What follows belongs to an exercise in optimizing a design on an open flow for small area, a short achievable clock period and few clock cycles per item; a production flow would make more cautious choices.
Power is estimated from default activity; no workload was simulated.

==> flow/design.v <==
`timescale 1ns/10ps
package sme_pkg;
    localparam int STR_LEN = 32;
    localparam int PTN_LEN = 8;
    typedef logic [7:0] char_t;
    localparam char_t CHR_START = 8'h5E;    
    localparam char_t CHR_END   = 8'h24;    
    localparam char_t CHR_ANY   = 8'h2E;    
    localparam char_t CHR_SPACE = 8'h20;
    typedef logic [5:0] str_len_t;
    typedef logic [3:0] ptn_len_t;
    typedef logic [5:0] pos_t;
    typedef struct packed {
        char_t [STR_LEN-1:0] chars;
        str_len_t            len;
    } string_image_t;
    typedef struct packed {
        char_t [PTN_LEN-1:0] chars;
        ptn_len_t            len;
    } pattern_image_t;
    typedef struct packed {
        logic found;
        pos_t offset;
    } scan_result_t;
endpackage
`timescale 1ns/10ps
`timescale 1ns/10ps
`timescale 1ns/10ps
`timescale 1ns/10ps
`timescale 1ns/10ps
`timescale 1ns/10ps
module sme_top (
    input  logic           clk,
    input  logic           rst_n,
    input  sme_pkg::char_t chardata,
    input  logic           isstring,
    input  logic           ispattern,
    output logic           out_valid,
    output logic           match,
    output logic [4:0]     match_index
);
    localparam int NS = 34;    
    logic       isstring_d, ispattern_d;
    logic [4:0] len_q;                       
    sme_pkg::char_t chars_q [0:31];          
    logic [NS-1:0] m_q;                      
    logic [4:0] c_q;                         
    logic           ip_q, is_q;
    sme_pkg::char_t cd_q;
    always_ff @(posedge clk or negedge rst_n) begin
        if (!rst_n) begin
            ip_q <= 1'b0;
            is_q <= 1'b0;
        end else begin
            ip_q <= ispattern;
            is_q <= isstring;
        end
    end
    always_ff @(posedge clk) cd_q <= chardata;
    wire first = ~ispattern_d;
    wire is_dot  = (cd_q == sme_pkg::CHR_ANY);
    wire is_car  = (cd_q == sme_pkg::CHR_START);
    wire is_dol  = (cd_q == sme_pkg::CHR_END);
    wire is_anc  = is_car | is_dol;
    logic [5:0]  len6;
    logic [31:0] valid;         
    assign len6 = {len_q == 5'd0, len_q};
    always_comb begin
        for (int i = 0; i < 32; i++) valid[i] = (len6 >= 6'(32 - i));
    end
    logic [NS-1:0] ok;
    always_comb begin
        ok[0] = valid[0] & first & is_car;
        for (int i = 0; i < 32; i++) begin
            logic eq, sp, st;
            eq = (chars_q[i] == cd_q);
            sp = (chars_q[i] == sme_pkg::CHR_SPACE);
            st = (i == 31) ? 1'b0 : (~valid[i] & valid[i+1]);
            if (valid[i]) ok[i+1] = is_dot | (is_anc ? sp : eq);
            else          ok[i+1] = st & first & is_car;
        end
        ok[NS-1] = is_dol;
    end
    logic [NS-1:0] m_next;
    always_comb begin
        m_next[0] = ok[0];
        for (int s = 1; s < NS; s++) m_next[s] = ok[s] & (first | m_q[s-1]);
    end
    always_ff @(posedge clk or negedge rst_n) begin
        if (!rst_n) begin
            isstring_d  <= 1'b0;
            ispattern_d <= 1'b0;
        end else begin
            isstring_d  <= is_q;
            ispattern_d <= ip_q;
        end
    end
    always_ff @(posedge clk) begin
        if (is_q) begin
            for (int i = 0; i < 31; i++) chars_q[i] <= chars_q[i+1];
            chars_q[31] <= cd_q;
            len_q <= isstring_d ? len_q + 5'd1 : 5'd1;
        end
    end
    always_ff @(posedge clk) begin
        m_q <= m_next;
        c_q <= first ? (len_q - 5'd1 + {4'd0, is_car}) : (c_q - 5'd1);
    end
    logic       found;
    logic [4:0] enc;
    always_comb begin
        found = |m_q;
        enc   = '0;
        for (int s = NS-1; s >= 0; s--) if (m_q[s]) enc = 5'(s);
    end
    wire done = ispattern_d & ~ip_q;
    always_ff @(posedge clk or negedge rst_n) begin
        if (!rst_n) begin
            out_valid   <= 1'b0;
            match       <= 1'b0;
            match_index <= '0;
        end else begin
            out_valid   <= done;
            match       <= done & found;
            match_index <= (done & found) ? enc + c_q : 5'd0;
        end
    end
endmodule
clock: 8.0 ns
lec_check: 0
abc_clock_period_in_ps: 2500
cap_margin: 20
core_margin: 2
core_utilization: 40
setup_slack_margin: 5
slew_margin: 20
run.sh (not shown) runs the stock make flow with config.mk's settings and CLKGATE_MAP_FILE= SYNTH_SCRIPT=/design/flow/synth_recipe.tcl, a recipe that flattens the netlist after the stock synthesis.
Rerun with:
--- a/flow/design.v
+++ b/flow/design.v
@@ -39,13 +39,13 @@
     output logic           match,
     output logic [4:0]     match_index
 );
-    localparam int NS = 34;    
+    localparam int NS = 34;
     logic       isstring_d, ispattern_d;
     logic [4:0] len_q;                       
     sme_pkg::char_t chars_q [0:31];          
     logic [NS-1:0] m_q;                      
     logic [4:0] c_q;                         
-    logic           ip_q, is_q;
+    logic           ip_q, is_q, dot_q, car_q, dol_q;
     sme_pkg::char_t cd_q;
     always_ff @(posedge clk or negedge rst_n) begin
         if (!rst_n) begin
@@ -56,35 +56,41 @@
             is_q <= isstring;
         end
     end
-    always_ff @(posedge clk) cd_q <= chardata;
+    always_ff @(posedge clk) begin
+        cd_q  <= chardata;
+        dot_q <= (chardata == sme_pkg::CHR_ANY);
+        car_q <= (chardata == sme_pkg::CHR_START);
+        dol_q <= (chardata == sme_pkg::CHR_END);
+    end
     wire first = ~ispattern_d;
-    wire is_dot  = (cd_q == sme_pkg::CHR_ANY);
-    wire is_car  = (cd_q == sme_pkg::CHR_START);
-    wire is_dol  = (cd_q == sme_pkg::CHR_END);
-    wire is_anc  = is_car | is_dol;
-    logic [5:0]  len6;
     logic [31:0] valid;         
-    assign len6 = {len_q == 5'd0, len_q};
+    logic [31:0] sp;            
+    logic [31:0] stb;           
+    logic [NS-1:0] live;        
     always_comb begin
-        for (int i = 0; i < 32; i++) valid[i] = (len6 >= 6'(32 - i));
+        for (int i = 0; i < 32; i++) begin
+            valid[i] = ({len_q == 5'd0, len_q} >= 6'(32 - i));
+            sp[i]    = (chars_q[i] == sme_pkg::CHR_SPACE);
+        end
+        for (int i = 0; i < 31; i++) stb[i] = ~valid[i] & valid[i+1];
+        stb[31] = 1'b0;
+        live[0] = 1'b0;
+        for (int s = 1; s < NS; s++) live[s] = first | m_q[s-1];
     end
-    logic [NS-1:0] ok;
-    always_comb begin
-        ok[0] = valid[0] & first & is_car;
-        for (int i = 0; i < 32; i++) begin
-            logic eq, sp, st;
-            eq = (chars_q[i] == cd_q);
-            sp = (chars_q[i] == sme_pkg::CHR_SPACE);
-            st = (i == 31) ? 1'b0 : (~valid[i] & valid[i+1]);
-            if (valid[i]) ok[i+1] = is_dot | (is_anc ? sp : eq);
-            else          ok[i+1] = st & first & is_car;
-        end
-        ok[NS-1] = is_dol;
-    end
+    wire is_dot = dot_q;
+    wire is_car = car_q;
+    wire is_dol = dol_q;
+    wire is_anc = is_car | is_dol;
     logic [NS-1:0] m_next;
     always_comb begin
-        m_next[0] = ok[0];
-        for (int s = 1; s < NS; s++) m_next[s] = ok[s] & (first | m_q[s-1]);
+        m_next[0] = valid[0] & first & is_car;
+        for (int i = 0; i < 32; i++) begin
+            logic eq;
+            eq = (chars_q[i] == cd_q);
+            m_next[i+1] = (valid[i] & live[i+1] & (is_dot | (is_anc ? sp[i] : eq)))
+                        | (stb[i] & first & is_car);
+        end
+        m_next[NS-1] = live[NS-1] & is_dol;
     end
     always_ff @(posedge clk or negedge rst_n) begin
         if (!rst_n) begin
Final cell count came out higher by a few percent.
Power increases by a few percent.
Sequential share of layout area is lower by 1.5 points.
Wire length came out higher by about a fifth.
Fmax falls slightly.
Sequential power barely changes.
Hold slack improves by 0.046 ns.
Register-to-register slack got worse by 0.05 ns.
Function was not checked in any run of this note: the RTL went through the layout flow alone.

========
main:
Another version of the RTL of sme_top (not shown whole).
For scale: ~1300 cells after synthesis, ~310 flip-flops, about 19 I/O pins.
==> module sme_top, before the edit <==
module sme_top (
    input  logic           clk,
    input  logic           rst_n,
    input  sme_pkg::char_t chardata,
    input  logic           isstring,
    input  logic           ispattern,
    output logic           out_valid,
    output logic           match,
    output logic [4:0]     match_index
);
    localparam int NS = 34;
    logic       isstring_d, ispattern_d;
    logic [4:0] len_q;                       
    sme_pkg::char_t chars_q [0:31];          
    logic [NS-1:0] m_q;                      
    logic [4:0] c_q;                         
    wire first = ~ispattern_d;
    logic [31:0] valid;         
    logic [31:0] stb;           
    logic [NS-1:0] live;        
    logic [31:0] g_any;         
    logic [31:0] g_anc;         
    logic [31:0] g_lit;         
    always_comb begin
        for (int i = 0; i < 32; i++) begin
            valid[i] = ({len_q == 5'd0, len_q} >= 6'(32 - i));
        end
        for (int i = 0; i < 31; i++) stb[i] = ~valid[i] & valid[i+1];
        stb[31] = 1'b0;
        live[0] = 1'b0;
        for (int s = 1; s < NS; s++) live[s] = first | m_q[s-1];
        for (int i = 0; i < 32; i++) begin
            g_any[i] = valid[i] & live[i+1];
            g_anc[i] = g_any[i] & (chars_q[i] == sme_pkg::CHR_SPACE);
            g_lit[i] = g_any[i] & (chars_q[i] != sme_pkg::CHR_START)
                                & (chars_q[i] != sme_pkg::CHR_END);
        end
    end
    wire is_dot = (chardata == sme_pkg::CHR_ANY);
    wire is_car = (chardata == sme_pkg::CHR_START);
    wire is_dol = (chardata == sme_pkg::CHR_END);
    wire is_anc = is_car | is_dol;
    logic [NS-1:0] m_next;
    always_comb begin
        m_next[0] = valid[0] & first & is_car;
        for (int i = 0; i < 32; i++) begin
            logic eq;
            eq = (chars_q[i] == chardata);
            m_next[i+1] = (g_any[i] & is_dot) | (g_anc[i] & is_anc) | (g_lit[i] & eq)
                        | (stb[i] & first & is_car);
        end
        m_next[NS-1] = live[NS-1] & is_dol;
    end
    always_ff @(posedge clk or negedge rst_n) begin
        if (!rst_n) begin
            isstring_d  <= 1'b0;
            ispattern_d <= 1'b0;
        end else begin
            isstring_d  <= isstring;
            ispattern_d <= ispattern;
        end
    end
    always_ff @(posedge clk) begin
        if (isstring) begin
            for (int i = 0; i < 31; i++) chars_q[i] <= chars_q[i+1];
            chars_q[31] <= chardata;
            len_q <= isstring_d ? len_q + 5'd1 : 5'd1;
        end
    end
    always_ff @(posedge clk) begin
        m_q <= m_next;
        c_q <= first ? (len_q - 5'd1 + {4'd0, is_car}) : (c_q - 5'd1);
    end
    logic       found;
    logic [4:0] enc;
    always_comb begin
        found = |m_q;
        enc   = '0;
        for (int s = NS-1; s >= 0; s--) if (m_q[s]) enc = 5'(s);
    end
    wire done = ispattern_d & ~ispattern;
    always_ff @(posedge clk or negedge rst_n) begin
        if (!rst_n) begin
            out_valid   <= 1'b0;
            match       <= 1'b0;
            match_index <= '0;
        end else begin
            out_valid   <= done;
            match       <= done & found;
            match_index <= (done & found) ? enc + c_q : 5'd0;
        end
    end
endmodule
make LEC_CHECK=0 ABC_CLOCK_PERIOD_IN_PS=2500 CAP_MARGIN=20 CORE_MARGIN=2 CORE_UTILIZATION=40 SETUP_SLACK_MARGIN=5 SLEW_MARGIN=20 finish   # period 8.0 ns
The inputs of the feature branch differ from those of main as listed below.
--- a/flow/design.v
+++ b/flow/design.v
@@ -47,25 +47,18 @@
     logic [4:0] c_q;                         
     wire first = ~ispattern_d;
     logic [31:0] valid;         
+    logic [31:0] sp;            
     logic [31:0] stb;           
     logic [NS-1:0] live;        
-    logic [31:0] g_any;         
-    logic [31:0] g_anc;         
-    logic [31:0] g_lit;         
     always_comb begin
         for (int i = 0; i < 32; i++) begin
             valid[i] = ({len_q == 5'd0, len_q} >= 6'(32 - i));
+            sp[i]    = (chars_q[i] == sme_pkg::CHR_SPACE);
         end
         for (int i = 0; i < 31; i++) stb[i] = ~valid[i] & valid[i+1];
         stb[31] = 1'b0;
         live[0] = 1'b0;
         for (int s = 1; s < NS; s++) live[s] = first | m_q[s-1];
-        for (int i = 0; i < 32; i++) begin
-            g_any[i] = valid[i] & live[i+1];
-            g_anc[i] = g_any[i] & (chars_q[i] == sme_pkg::CHR_SPACE);
-            g_lit[i] = g_any[i] & (chars_q[i] != sme_pkg::CHR_START)
-                                & (chars_q[i] != sme_pkg::CHR_END);
-        end
     end
     wire is_dot = (chardata == sme_pkg::CHR_ANY);
     wire is_car = (chardata == sme_pkg::CHR_START);
@@ -77,7 +70,7 @@
         for (int i = 0; i < 32; i++) begin
             logic eq;
             eq = (chars_q[i] == chardata);
-            m_next[i+1] = (g_any[i] & is_dot) | (g_anc[i] & is_anc) | (g_lit[i] & eq)
+            m_next[i+1] = (valid[i] & live[i+1] & (is_dot | (is_anc ? sp[i] : eq)))
                         | (stb[i] & first & is_car);
         end
         m_next[NS-1] = live[NS-1] & is_dol;
==> comparison <==
For final instance area, the feature branch and main come out practically identical. Adder and majority gate portion of the synthesized area of main is on par with the feature branch. The feature branch ended with more DRC marker count from the first detailed-route iteration than main. When the feature branch is set beside main, its pin count of the biggest net entering global routing turns out to be about 7.5% larger. Looking at overall power consumption across the feature branch and main, the one that comes out lower is main.
No functional check of the RTL was part of any run of this note.

## port drivers added, routing unchanged
No port has a modelled driver above. Below, the same layouts with a new extraction and two added sets of constraints.
Step 1: set_driving_cell puts a clkbuf_16 on clk and a buf_2 on each other input, an assumption about the parent block.
Step 2 moves the port delays by t, midway between the first and last clock arrival at a register: inputs arrive t later, outputs are due t later. That takes back most of the time a late clock gives input paths.
Slacks: ideal ports / drivers / drivers and shift; pairs: ideal ports / drivers.
run	t, ns	setup WS [ns]	hold WS [ns]	clock arrival spread, ns	worst slew at a driven data input, ns
the first run of note 1	0.567	5.034 / 4.989 / 5.034	0.382 / 0.382 / 0.382	0.008 / 0.009	0.04
the second run of note 1	0.608	4.985 / 4.985 / 4.809	0.428 / 0.428 / 0.428	0.029 / 0.028	0.03
main	0.566	4.874 / 4.884 / 4.319	0.471 / 0.471 / 0.471	0.012 / 0.013	0.05
the feature branch	0.557	4.769 / 4.783 / 4.226	0.469 / 0.469 / 0.469	0.021 / 0.021	0.05
After both steps every run listed still meets setup and hold. The setup slack of main, which loses most, moves by +0.010 ns with the drivers and by -0.555 ns with both steps.
